Context: an optimization exercise on an open-source flow, tuned for small area, a short achievable clock period and few clock cycles per item. The choices shown serve that exercise and are no tape-out recipe. Function was not checked in any run shown here: the RTL went through the layout flow alone. Power is estimated from default activity; no workload was simulated.

## design.v

```verilog
`timescale 1ns / 1ps
`default_nettype none
package akmt_pkg;
    localparam int CMD_W        = 3;
    localparam int KEY_FIELD_W  = 56;
    localparam int SLOT_FIELD_W = 5;
    localparam int STATUS_W     = 2;
    localparam int S_TDATA_W    = 64;
    localparam int M_TDATA_W    = 64;
    localparam int M_PAD_W      = M_TDATA_W - 1 - STATUS_W - 1 - KEY_FIELD_W;
    localparam int DEF_SLOTS    = 16;
    localparam int DEF_KEY_BITS = 56;
    typedef enum logic [CMD_W-1:0] {
        CMD_SET_MASTER   = 3'd0,
        CMD_ADD          = 3'd1,
        CMD_CHECK        = 3'd2,
        CMD_CHECK_MASTER = 3'd3,
        CMD_REMOVE       = 3'd4,
        CMD_READ_SLOT    = 3'd5
    } t_cmd;
    typedef enum logic [STATUS_W-1:0] {
        ST_OK    = 2'd0,
        ST_FULL  = 2'd1,
        ST_RANGE = 2'd2
    } t_status;
    typedef struct packed {
        logic [M_PAD_W-1:0]     pad;
        logic [KEY_FIELD_W-1:0] entry_key;
        logic                   entry_valid;
        t_status                status;
        logic                   granted;
    } t_mres;
    typedef enum logic [2:0] {
        C_JUMP,
        C_DISPATCH,
        C_EMPTY_OR_LAST,
        C_LAST,
        C_OUT_FREE
    } t_cond;
    typedef logic [3:0] t_upc;
    localparam t_upc U_IDLE = 4'd0;
    localparam t_upc U_SETM = 4'd1;
    localparam t_upc U_ADD  = 4'd2;
    localparam t_upc U_CHK  = 4'd3;
    localparam t_upc U_REM  = 4'd4;
    localparam t_upc U_MST  = 4'd5;
    localparam t_upc U_RDS  = 4'd6;
    localparam t_upc U_TAIL = 4'd7;
    localparam t_upc U_DONE = 4'd8;
    typedef struct packed {
        logic  in_rdy;
        logic  rd;
        logic  cmp;
        logic  clr;
        logic  cap;
        logic  wr;
        logic  add;
        logic  oor_chk;
        logic  idx_inc;
        logic  done;
        t_cond cond;
        t_upc  target;
    } t_ctrl;
    typedef struct packed {
        logic accept;
        logic empty;
        logic last;
        logic out_free;
    } t_flags;
endpackage
`default_nettype wire
`timescale 1ns / 1ps
`default_nettype none
module access_key_match_table
(
    input  logic        i_clk,
    input  logic        i_rst_n,
    input  logic        i_s_axis_tvalid,
    output logic        o_s_axis_tready,
    input  logic [63:0] i_s_axis_tdata,    
    input  logic [2:0]  i_s_axis_tuser,    
    output logic        o_m_axis_tvalid,
    input  logic        i_m_axis_tready,
    output logic [63:0] o_m_axis_tdata     
);
    localparam int SLOTS = 16;
    localparam int KW    = 56;
    logic          r_a_valid;
    logic [KW-1:0] r_a_key;
    logic [3:0]    r_a_slot;
    logic          r_a_oor;
    logic          r_a_setm;
    logic          r_a_add;
    logic          r_a_chk;
    logic          r_a_mst;
    logic          r_a_rem;
    logic          r_a_rds;
    logic             r_b_valid;
    logic [3:0][SLOTS-1:0] r_b_eq;  
    logic [SLOTS-1:0] r_b_sel;     
    logic             r_b_range;   
    logic             r_b_add;
    logic             r_b_cmp;     
    logic             r_b_mst;
    logic             r_b_rem;
    logic             r_b_setm;
    logic          r_o_valid;
    logic          r_o_granted;
    logic [1:0]    r_o_status;
    logic          r_o_evalid;
    logic [KW-1:0] r_o_ekey;
    logic [KW-1:0]    r_mem [SLOTS];
    logic [SLOTS-1:0] r_valid;
    logic [SLOTS-1:0] w_valid_n;   
    logic r_rst_n;      
    logic r_ok;         
    logic w_acc;
    logic w_exec;
    logic w_move;
    logic w_a_valid_n;
    logic w_b_valid_n;
    logic w_o_valid_n;
    assign w_exec          = r_b_valid && (!r_o_valid || i_m_axis_tready);
    assign w_move          = r_a_valid && (!r_b_valid || !r_o_valid || i_m_axis_tready);
    assign o_s_axis_tready = i_rst_n && (r_ok || i_m_axis_tready);
    assign w_acc           = i_s_axis_tvalid && o_s_axis_tready;
    assign w_a_valid_n = w_acc || (r_rst_n && r_a_valid && !w_move);
    assign w_b_valid_n = r_rst_n && (w_move || (r_b_valid && !w_exec));
    assign w_o_valid_n = i_rst_n && r_rst_n && (w_exec || (r_o_valid && !i_m_axis_tready));
    always_ff @(posedge i_clk) begin
        r_rst_n   <= i_rst_n;
        r_ok      <= !(w_a_valid_n && w_b_valid_n && w_o_valid_n);
        r_a_valid <= w_a_valid_n;
        r_b_valid <= w_b_valid_n;
        r_o_valid <= w_o_valid_n;
    end
    always_ff @(posedge i_clk) begin
        if (w_acc) begin
            r_a_key  <= i_s_axis_tdata[KW-1:0];
            r_a_slot <= i_s_axis_tdata[59:56];
            r_a_oor  <= i_s_axis_tdata[60];
            r_a_setm <= (i_s_axis_tuser == 3'd0);
            r_a_add  <= (i_s_axis_tuser == 3'd1);
            r_a_chk  <= (i_s_axis_tuser == 3'd2);
            r_a_mst  <= (i_s_axis_tuser == 3'd3);
            r_a_rem  <= (i_s_axis_tuser == 3'd4);
            r_a_rds  <= (i_s_axis_tuser == 3'd5);
        end
    end
    logic [3:0][SLOTS-1:0] w_eq;
    always_comb begin
        for (int q = 0; q < 4; q++) begin
            for (int j = 0; j < SLOTS; j++) begin
                w_eq[q][j] = (r_mem[j][14*q +: 14] == r_a_key[14*q +: 14]);
            end
        end
    end
    always_ff @(posedge i_clk) begin
        if (w_move) begin
            r_b_eq    <= w_eq;
            for (int j = 0; j < SLOTS; j++) begin
                r_b_sel[j] <= r_a_rds && !r_a_oor && (r_a_slot == 4'(j)) && w_valid_n[j];
            end
            r_b_range <= r_a_rds && r_a_oor;
            r_b_add  <= r_a_add;
            r_b_cmp  <= r_a_chk || r_a_rem;
            r_b_mst  <= r_a_mst;
            r_b_rem  <= r_a_rem;
            r_b_setm <= r_a_setm;
        end
    end
    logic [SLOTS-1:0] w_match;
    logic [SLOTS-1:0] w_free_first;
    logic [SLOTS-1:0] w_set;
    logic [SLOTS-1:0] w_valid_x;    
    logic [SLOTS-1:0] w_wr;
    logic             w_full;
    logic [SLOTS-1:0] w_rsel;
    logic [KW-1:0]    w_rkey;
    logic             w_granted;
    logic [1:0]       w_status;
    logic             w_evalid;
    assign w_match      = r_valid & r_b_eq[0] & r_b_eq[1] & r_b_eq[2] & r_b_eq[3];
    assign w_full       = &r_valid;
    assign w_free_first = ~r_valid & (r_valid + 1'b1);
    assign w_set        = ({SLOTS{r_b_add}} & w_free_first) |
                          {{(SLOTS-1){1'b0}}, r_b_setm};
    assign w_valid_x    = r_b_valid ? ((r_valid & ~({SLOTS{r_b_rem}} & w_match)) | w_set)
                                    : r_valid;
    assign w_valid_n    = w_exec ? w_valid_x : r_valid;
    assign w_rsel = r_b_sel;
    always_comb begin
        w_rkey = '0;
        for (int j = 0; j < SLOTS; j++) begin
            w_rkey = w_rkey | ({KW{w_rsel[j]}} & r_mem[j]);
        end
    end
    assign w_granted = (r_b_cmp && (|w_match)) || (r_b_mst && w_match[0]);
    assign w_status  = {r_b_range, r_b_add && w_full};
    assign w_evalid  = |w_rsel;
    always_comb begin
        for (int j = 0; j < SLOTS; j++) begin
            w_wr[j] = w_move && ((r_a_add && !w_valid_x[j]) || (r_a_setm && j == 0));
        end
    end
    always_ff @(posedge i_clk) begin
        for (int j = 0; j < SLOTS; j++) begin
            if (w_wr[j]) begin
                r_mem[j] <= r_a_key;
            end
        end
    end
    always_ff @(posedge i_clk) begin
        if (!r_rst_n) begin
            r_valid <= '0;
        end else begin
            r_valid <= w_valid_n;
        end
    end
    always_ff @(posedge i_clk) begin
        if (w_exec) begin
            r_o_granted <= w_granted;
            r_o_status  <= w_status;
            r_o_evalid  <= w_evalid;
            r_o_ekey    <= w_rkey;
        end
    end
    assign o_m_axis_tvalid = r_o_valid;
    assign o_m_axis_tdata  = {4'b0000, r_o_ekey, r_o_evalid, r_o_status, r_o_granted};
endmodule
`default_nettype wire
```

## run.sh

```bash
#!/bin/bash
# synth_recipe.tcl (not shown) runs the flow's synth.tcl, then flattens the netlist and writes it again
# the make line also repeats each setting of config.mk as NAME=value (left out here)
make -C /OpenROAD-flow-scripts/flow DESIGN_CONFIG=/design/flow/config.mk WORK_HOME=/design/flow/orfs CLKGATE_MAP_FILE= SYNTH_SCRIPT=/design/flow/synth_recipe.tcl finish
```

## config.mk

```make
export PLATFORM = sky130hd
export DESIGN_NAME = access_key_match_table
export DESIGN_NICKNAME = access_key_match_table
export VERILOG_FILES = /design/flow/design.v
export SDC_FILE = /design/flow/constraint.sdc
export NUM_CORES = 4
export LEC_CHECK = 0
export CAP_MARGIN = 20
export CORE_MARGIN = 2
export CORE_UTILIZATION = 50
export CTS_CLUSTER_DIAMETER = 100
export CTS_CLUSTER_SIZE = 20
export SETUP_SLACK_MARGIN = 2.6
export SLEW_MARGIN = 20
```

## constraint.sdc

```tcl
create_clock -name core_clock -period 5.0 [get_ports {i_clk}]
set_input_delay 1.0000 -clock core_clock [delete_from_list [all_inputs] [get_ports {i_clk}]]
set_output_delay 1.0000 -clock core_clock [all_outputs]
set_load 0.01 [all_outputs]
```

==> results of run 1 <==
==> power by group through the flow <==
stage | sequential (mW) | combinational, mW | clock, mW
2_1_floorplan | 10.8 | 0.688 | 0
5_1_grt | 10.6 | 1.36 | 5.99
4_1_cts | 10.6 | 1.28 | 5.69
3_5_place_dp | 10.9 | 1.16 | 0
6_report | 10.6 | 1.31 | 5.63
3_3_place_gp | 10.9 | 1.15 | 0
==> cells in the mapped netlist (2+ instances only) <==
cell and count:
o21a_1 3, o22ai_1 2, a21o_1 3, dfxtp_1 21
nand3_1 84, o211a_1 2, xnor2_1 640, nor2_2 2
xor2_1 256, nor3_2 2, a21oi_1 17, and2_1 9
buf_2 67, nand2b_1 2, nor3b_1 4, a22o_1 224
inv_1 5, buf_4 8, o21ai_1 4, a211oi_1 3
nor3_1 75, buf_1 16, a31oi_1 9, nor2b_1 6
and3_1 22, nand2_1 16, edfxtp_1 1109, nand4_1 189
clkbuf_1 132, nor4_1 70, nor2_1 40, and3b_1 3
a221oi_1 224, o22a_1 4, o21ai_0 4
==> kinds of logic (layout without fill, tap and decap cells) <==
family | after synthesis | count (layout) | share of synthesized area
other | 1 | 6 | 0.0000750
adder cells (fa/ha/maj) | 1 | 1 | 0.000200
XOR/XNOR | 896 | 896 | 0.157
flip-flops | 1130 | 1130 | 0.675
buffers and inverters | 229 | 442 | 0.0196
AND/OR/NAND/NOR | 536 | 540 | 0.0619
AO/OA/AOI/OAI | 508 | 508 | 0.0867
==> per-layer routing <==
metal	up-vias	wire (microns)	global-route usage
li1	13223	-	-
met1	16697	71000	0.486
met2	2029	75100	0.488
met3	260	17900	0.0594
met4	2	5430	0.0986
met5	-	20	0
==> worst min-delay path by stage <==
stage,startpoint,end,cells past startpoint,slack [ns]
5_1_grt,r_b_range,r_o_status[1],0,0.45
3_5_place_dp,r_a_mst,r_b_mst,0,0.41
6_report,r_a_mst,r_b_mst,0,0.44
3_3_place_gp,r_b_range,r_o_status[1],0,0.42
4_1_cts,r_b_range,r_o_status[1],0,0.44
2_1_floorplan,r_a_mst,r_b_mst,0,0.40
==> through the flow <==
| step | cells | setup slack (ns) | util | instance area [sq um] | power [mW] |
|---|---|---|---|---|---|
| detailed placement | 4614 | 0.631 | 0.538 | 53100 | 12.1 |
| global route | 4808 | 2.60 | 0.569 | 56200 | 18.0 |
| CTS | 4792 | 2.59 | 0.567 | 56000 | 17.6 |
| finish | 4810 | 2.54 | 0.569 | 56200 | 17.6 |
| global placement | 4613 | 0.632 | 0.538 | 53100 | 12.1 |
| floorplan | 3304 | -0.340 | - | 50100 | 11.5 |
==> cell type report <==
class	count	area [sq um]	area share
inverter	5	18.8	0.000334
tap	1287	1610	0.0286
multi-input combinational	1949	15700	0.279
sequential	1130	33700	0.600
antenna	2	5.00	0.0000890
timing repair buffer	347	3330	0.0593
clock inverter	4	31.3	0.000556
clock buffer	86	1790	0.0319
==> layout by cell type (no fill, tap or decap), drive strengths merged, types with 21 or more instances in the layout <==
cell type / count
edfxtp: 1109
xnor2: 640
xor2: 256
a22o: 224
a221oi: 224
buf: 216
nand4: 190
clkbuf: 88
nand3: 86
nor3: 78
nor4: 71
clkdlybuf4s50: 65
dlygate4sd2: 56
nor2: 46
and3: 22
dfxtp: 21
==> worst reg2reg max path, cell delays in order, from the launching register on <==
cell and delay (ns):
edfxtp_1 0.37, buf_4 0.27, xnor2_1 0.42, nand4_1 0.27
nor3_1 0.80
==> flip-flops by register name, indices dropped and copies added (netlist names), 2 cells and up <==
name and cells:
r_a_key 56, r_a_slot 4, r_b_eq 64, r_b_sel 16
r_mem 896, r_o_ekey 56, r_o_status 2, r_valid 16
==> timing repair <==
action                                   CTS  global route
pin swaps                                 10             0
resized for setup                        139            28
endpoints found under the setup margin  1113           235
setup buffers                             80            16
gates cloned                               8             0
==> impl_results.md, run 1 <==
- Status: complete, no violations
- All-layer global routing usage: 0.326
- Post-synthesis async set-or-reset flop share: 0
- Die Span Y: 320 microns
- Crit path depth: 4
- DRT Pass-1 Iters: 6
- Reg2reg end: r_b_eq[63]
- Layout cell share with drive strength beyond 1: 0.105
- Clk pwr share: 0.320
- Placer's final routability congestion estimate: 0.936
- Pwr Density: 313 mW/mm^2
- LEAKAGE: 17.4 nW
- Synth Instances: 3,301
- Ys flop type: edfxtp_1
- Max H-tree Level: 3
- Ports: 137
- Filler cells: 7,897
- WL per Instance: 35.2 microns
- Sw frac: 0.232
- Final clock skew: 0.0267 ns
- Post-route setup TNS: 0 ns
- TritonCTS clock tree: yes
- Synth top area cells: edfxtp_1 67%, xnor2_1 11%, xor2_1 4.5%
- Worst reg-to-reg path cell count: 4
- Share of the synthesized area in the top cell type: 0.666
- Critical-path cell list: buf_4 -> xnor2_1 -> nand4_1 -> nor3_1
- Vias/cell: 6.70
- Rows: 115
- Crit-path slowest cell: nor3_1
- First-pass GRT wire length: 237 mm
- Top delay family on crit path: simple AND/OR/NAND/NOR gates
- Routed wire length: 169 mm
- Slew @ Worst Pin: 0.980 ns
- Largest fanout on the critical path: 32
- Worst Setup SP: r_a_key[43]
- Clk latency of the worst-skew pair: 0.67 ns
- Crit path capture type: flop
- Die Area: 0.103 sq mm
- Pin count of the biggest net entering global routing: 63
- Hold buffers post-CTS: 0
- Final setup fails: 0
- Vias in the first global route: 30.9k
- Starting Density: 0.506
- Clock transition at the registers of the reported paths: 0.08 ns
- Synthesized cell area: 0.0500 sq mm
- Number of synthesized register bits: 1,130
- Reg power frac: 0.605
- Fmax: 407 MHz
- Avg Synthesized Cell Area: 15.1 sq um
- Hold crit path type: flop to flop
- Final min period: 2.46 ns
- P&R area growth vs syn: 12.4%
- Reg2reg start: r_a_key[43]
- Buf/Inv on CP: 1
- WP data arrival: 2.79 ns
- Setup crit start kind: flop
- Clock root buffer: clkbuf_16
- CP max stage delay: 0.80 ns
- Hold Slack: 0.441 ns
- # clock sinks: 1,130
- Internal power: 13.5 mW
- First DRT Iteration DRCs: 5,080
- Reg-to-reg setup timing slack: 2.54 ns
- Yosys Warn Count: 2
- Maxcap violations: 0
- Cell variety after synth: 59
- Fin. Hold Viols: 0
- RSZ-0062 raised after global routing: no
- Num CTS Buffers: 66
- Leading area contributor after synthesis: edfxtp_1
- Via count: 32.2k
- Crit path required time: 5.33 ns
- Seq/Total Area, Yosys: 0.675
- Setup CP Type: flop to flop
- Worst vdd ir: 0.213 mV
- Max-slew violations: 0
- Worst slew margin: 0.341
- Detail Route Antenna Nets: 0
- Detailed placement HPWL: 107 mm
- Final period util: 0.491
- Clock Path Buffers: 3
- Net Sw Power: 4.07 mW
- Post-synth EDFFs: 1,109
- End of the critical path: r_b_eq[63]
- # port buffers: 129
- Placeable Area: 0.0987 sq mm
- Chip Width: 320 microns
- Gate power share: 0.074
- Initial antenna violation count: 6
- Total gr overflow: 0
- Fin nets: 3,570
- DRC Markers: 0
==> run 2, diff against run 1 <==
--- a/design.v
+++ b/design.v
@@ -176,2 +176,3 @@
     logic [SLOTS-1:0] w_wr;
+    logic             w_rd0_wait;
     logic             w_full;
@@ -200,5 +201,7 @@
     assign w_evalid  = |w_rsel;
+    assign w_rd0_wait = r_b_valid && r_b_sel[0] && !w_exec;
     always_comb begin
         for (int j = 0; j < SLOTS; j++) begin
-            w_wr[j] = w_move && ((r_a_add && !w_valid_x[j]) || (r_a_setm && j == 0));
+            w_wr[j] = r_a_valid && ((r_a_add && !w_valid_x[j]) ||
+                                    (r_a_setm && j == 0 && !w_rd0_wait));
         end
--- a/config.mk
+++ b/config.mk
@@ -12,3 +12,3 @@
 export CTS_CLUSTER_SIZE = 20
-export SETUP_SLACK_MARGIN = 2.6
+export SETUP_SLACK_MARGIN = 2.75
 export SLEW_MARGIN = 20
==> run 2 against run 1 <==
Effect of this change: global-route usage increased by 0.90 points; register-to-register slack improved by 0.06 ns; largest cell class unchanged; area after synthesis decreased by 0.14%; sequential power about the same; first-iteration DRC count increased by 8.3%; sequential share of layout area decreased by 0.97 points; die area decreased by 0.14%; worst setup slack improved by 0.014 ns; routed wire length increased by 5.0%; clock power increased by 0.7%; cell count increased by 1.1%; non-clock buffer count increased by 53.
==> impl_results.md, run 2 <==
- Clock transition at the registers of the reported paths: 0.08 ns (about the same)
- Die Span Y: 320 microns (about the same)
- Fmax: 409 MHz (was 407 MHz)
- Commonest non-fill, non-tap cells in the layout: 1,109 x edfxtp_1, 639 x xnor2_1, 256 x xor2_1, 224 x a22o_1, 222 x a221oi_1 (was 1,109 x edfxtp_1, 640 x xnor2_1, 256 x xor2_1, 224 x a22o_1, 218 x a221oi_1)
- Max FFs per register: 896 (unchanged)
- Placeable Area: 0.0987 sq mm (unchanged)
- Layout cell share with drive strength beyond 1: 0.146 (was 0.105)
- Setup crit start kind: primary input (was flop)
- Placer's final routability congestion estimate: 0.916 (was 0.936)
- WL per Instance: 36.6 microns (was 35.2 microns)
- First-pass GRT wire length: 241 mm (was 237 mm)
- Routed wire length: 178 mm (was 169 mm)
- Vias in the first global route: 31.1k (was 30.9k)
- Clock Path Buffers: 3 (unchanged)
- Final period util: 0.488 (was 0.491)
- Clk latency of the worst-skew pair: 0.67 ns (about the same)
- Top delay family on crit path: buffers and inverters (was simple AND/OR/NAND/NOR gates)
- Final instance area: 0.0572 sq mm (was 0.0562 sq mm)
- Worst vdd ir: 0.240 mV (was 0.213 mV)
- Buf/Inv on CP: 2 (was 1)
- Final setup fails: 0 (unchanged)
- Detail Route Antenna Nets: 0 (unchanged)
- Most common cell after layout, fill and taps aside: edfxtp_1 (unchanged)
- Final min period: 2.44 ns (was 2.46 ns)
- Max H-tree Level: 3 (unchanged)
- Ys flop type: edfxtp_1 (unchanged)
- Max-slew violations: 0 (unchanged)
- Crit path capture type: primary output (was flop)
- Total gr overflow: 0 (unchanged)
- Number of synthesized register bits: 1,130 (unchanged)
- Synthesized cell area: 0.0499 sq mm (was 0.0500 sq mm)
- Post-synth EDFFs: 1,109 (unchanged)
- Synth top cells by count: 1,109 x edfxtp_1, 640 x xnor2_1, 256 x xor2_1, 224 x a221oi_1, 224 x a22o_1 (unchanged)
- Final clock skew: 0.0200 ns (was 0.0267 ns)
- Initial antenna violation count: 6 (unchanged)
- DRC Markers: 0 (unchanged)
- Die Area: 0.102 sq mm (was 0.103 sq mm)
- Seq/Total Area, Yosys: 0.676 (was 0.675)
- Crit path required time: 4.00 ns (was 5.33 ns)
- Setup CP Type: primary input to primary output (was flop to flop)
- Cell variety after synth: 50 (was 59)
- Leading area contributor after synthesis: edfxtp_1 (unchanged)
- TritonCTS clock tree: yes (unchanged)
- Count leader, synth: edfxtp_1 (unchanged)
- Fin. Hold Viols: 0 (unchanged)
- Starting Density: 0.506 (about the same)
- # port buffers: 129 (unchanged)
- Clock root buffer: clkbuf_16 (unchanged)
- Num CTS Buffers: 66 (unchanged)
- Maxcap violations: 0 (unchanged)
- P&R area growth vs syn: 14.5% (was 12.4%)
- Pwr Density: 309 mW/mm^2 (was 313 mW/mm^2)
- Vias/cell: 6.74 (was 6.70)
- Worst slew margin: 0.341 (about the same)
- Crit-path slowest cell: o21a_1 (was nor3_1)
- LEAKAGE: 17.8 nW (was 17.4 nW)
- Fin nets: 3,629 (was 3,570)
- Slew @ Worst Pin: 0.987 ns (was 0.980 ns)
- Pin count of the biggest net entering global routing: 81 (was 63)
- Post-synthesis async set-or-reset flop share: 0 (unchanged)
- All-layer global routing usage: 0.335 (was 0.326)
- DRT Pass-1 Iters: 6 (unchanged)
- Via count: 32.8k (was 32.2k)
- WP data arrival: 1.44 ns (was 2.79 ns)
- Avg Synthesized Cell Area: 15.1 sq um (about the same)
- Critical-path cell list: buf_4 -> o21a_1 -> buf_2 (was buf_4 -> xnor2_1 -> nand4_1 -> nor3_1)
- Post-route setup TNS: 0 ns (unchanged)
- Detailed placement HPWL: 108 mm (was 107 mm)
- Yosys Warn Count: 2 (unchanged)
- Status: complete, no violations (unchanged)
- CP max stage delay: 0.17 ns (was 0.80 ns)
- Hold crit path type: flop to flop (unchanged)
- Share of the synthesized area in the top cell type: 0.667 (was 0.666)
- Biggest register: r_mem (unchanged)
- First DRT Iteration DRCs: 5,503 (was 5,080)
- # clock sinks: 1,130 (unchanged)
- Chip Width: 320 microns (about the same)
- Largest registers: r_mem x896, r_b_eq x64 (unchanged)
- Rows: 115 (unchanged)
- Largest fanout on the critical path: 4 (was 32)
- RSZ-0062 raised after global routing: yes (was no)
- Synth Instances: 3,301 (unchanged)
- Placed instance area: 0.0531 sq mm (about the same)
- Ports: 137 (unchanged)
- Hold buffers post-CTS: 0 (unchanged)
- Synth top area cells: edfxtp_1 67%, xnor2_1 11%, xor2_1 4.5% (unchanged)
-- run 2: cell types whose count changed in the layout (fill, tap and decap cells not counted), moves of 8 or more --
cell	delta
buf_2	+61
nor4_2	+12
dfxtp_2	+8
nor4_1	-14
clkbuf_16	+11
buf_6	+17
dlygate4sd2_1	-56
buf_12	+19
dfxtp_1	-9
-- run 2: final timing paths --
path / from / end / slack (ns) / depth (start not counted)
max: i_m_axis_tready / o_s_axis_tready / 2.56 / 3
min: r_b_range / r_o_status[1] / 0.43 / 0
max reg2reg: r_b_add / r_mem[6][24] / 2.60 / 10
min reg2reg: r_b_range / r_o_status[1] / 0.43 / 0
-- run 2: cells by family after synthesis --
family | Yosys count | share of synthesized area
buffers and inverters | 226 | 0.0189
and+or+nand+nor | 546 | 0.0625
AOI/OAI and AO/OA | 501 | 0.0857
xor gates and xnor gates | 896 | 0.157
adders and majority gates | 1 | 0.000201
DFF | 1130 | 0.676
other | 1 | 0.0000751
-- run 2: per-stage QoR --
stage	util	total power, mW	hold WS (ns)	cells	worst slack, ns
final	0.579	17.7	0.432	4862	2.56
after global routing	0.579	18.1	0.446	4861	2.55
after global placement	0.538	12.1	0.407	4619	1.53
after detailed placement	0.538	12.1	0.408	4619	1.45
after CTS	0.569	17.7	0.438	4816	2.38
after floorplan	-	11.5	0.400	3304	2.03
-- run 2: timing repair --
item | 4_1_cts | 5_1_grt
pin swaps | 15 | 16
hold endpoints to repair | 0 | 0
setup endpoints to repair | 970 | 581
gates resized for setup | 353 | 85
cloned | 12 | 13
setup buffers | 101 | 32
-- run 2: routing by layer --
layer | vias up | share of wire | track usage
met5 | - | 0.00026 | 0
met4 | 8 | 0.027 | 0.0962
met3 | 264 | 0.12 | 0.0618
met2 | 2202 | 0.44 | 0.495
met1 | 16966 | 0.41 | 0.506
li1 | 13333 | - | -
-- run 2: cell type report --
class                   count  area [sq um]
well taps                1287          1610
multi-input cells        1954         15900
clock inverters             4          56.3
inverters                   6          30.0
diodes                      1          2.50
repair buffers            400          4040
clock buffers              80          1770
flip-flops and latches   1130         33700
fillers                  7785         41600
-- run 2: power breakdown --
group | internal, mW | switching [mW]
sequential | 10.5 | 0.112
clock | 2.56 | 3.11
combinational | 0.482 | 0.909
total | 13.6 | 4.13

port drivers added, routing unchanged:
No port has a modelled driver above. Below, the same layouts with a new extraction and two added sets of constraints. Step 1, drivers: a clkbuf_16 drives i_clk and a buf_2 each remaining input, both assumed. Step 2 moves the port delays by t, midway between the first and last clock arrival at a register: inputs arrive t later, outputs are due t later. That takes back most of the time a late clock gives input paths. a / b / c = no drivers / after step 1 / after step 2; a / b = the first two.
| run | t, ns | setup slack, ns | clock arrival spread, ns |
|---|---|---|---|
| run 1 | 0.728 | 2.544 / 2.544 / 1.955 | 0.028 / 0.028 |
| run 2 | 0.726 | 2.558 / 2.533 / 2.151 | 0.021 / 0.021 |
After both steps every run listed still meets setup and hold. For run 1, which loses most, drivers alone change the setup slack by 0.000 ns; drivers and shift together by -0.589 ns.
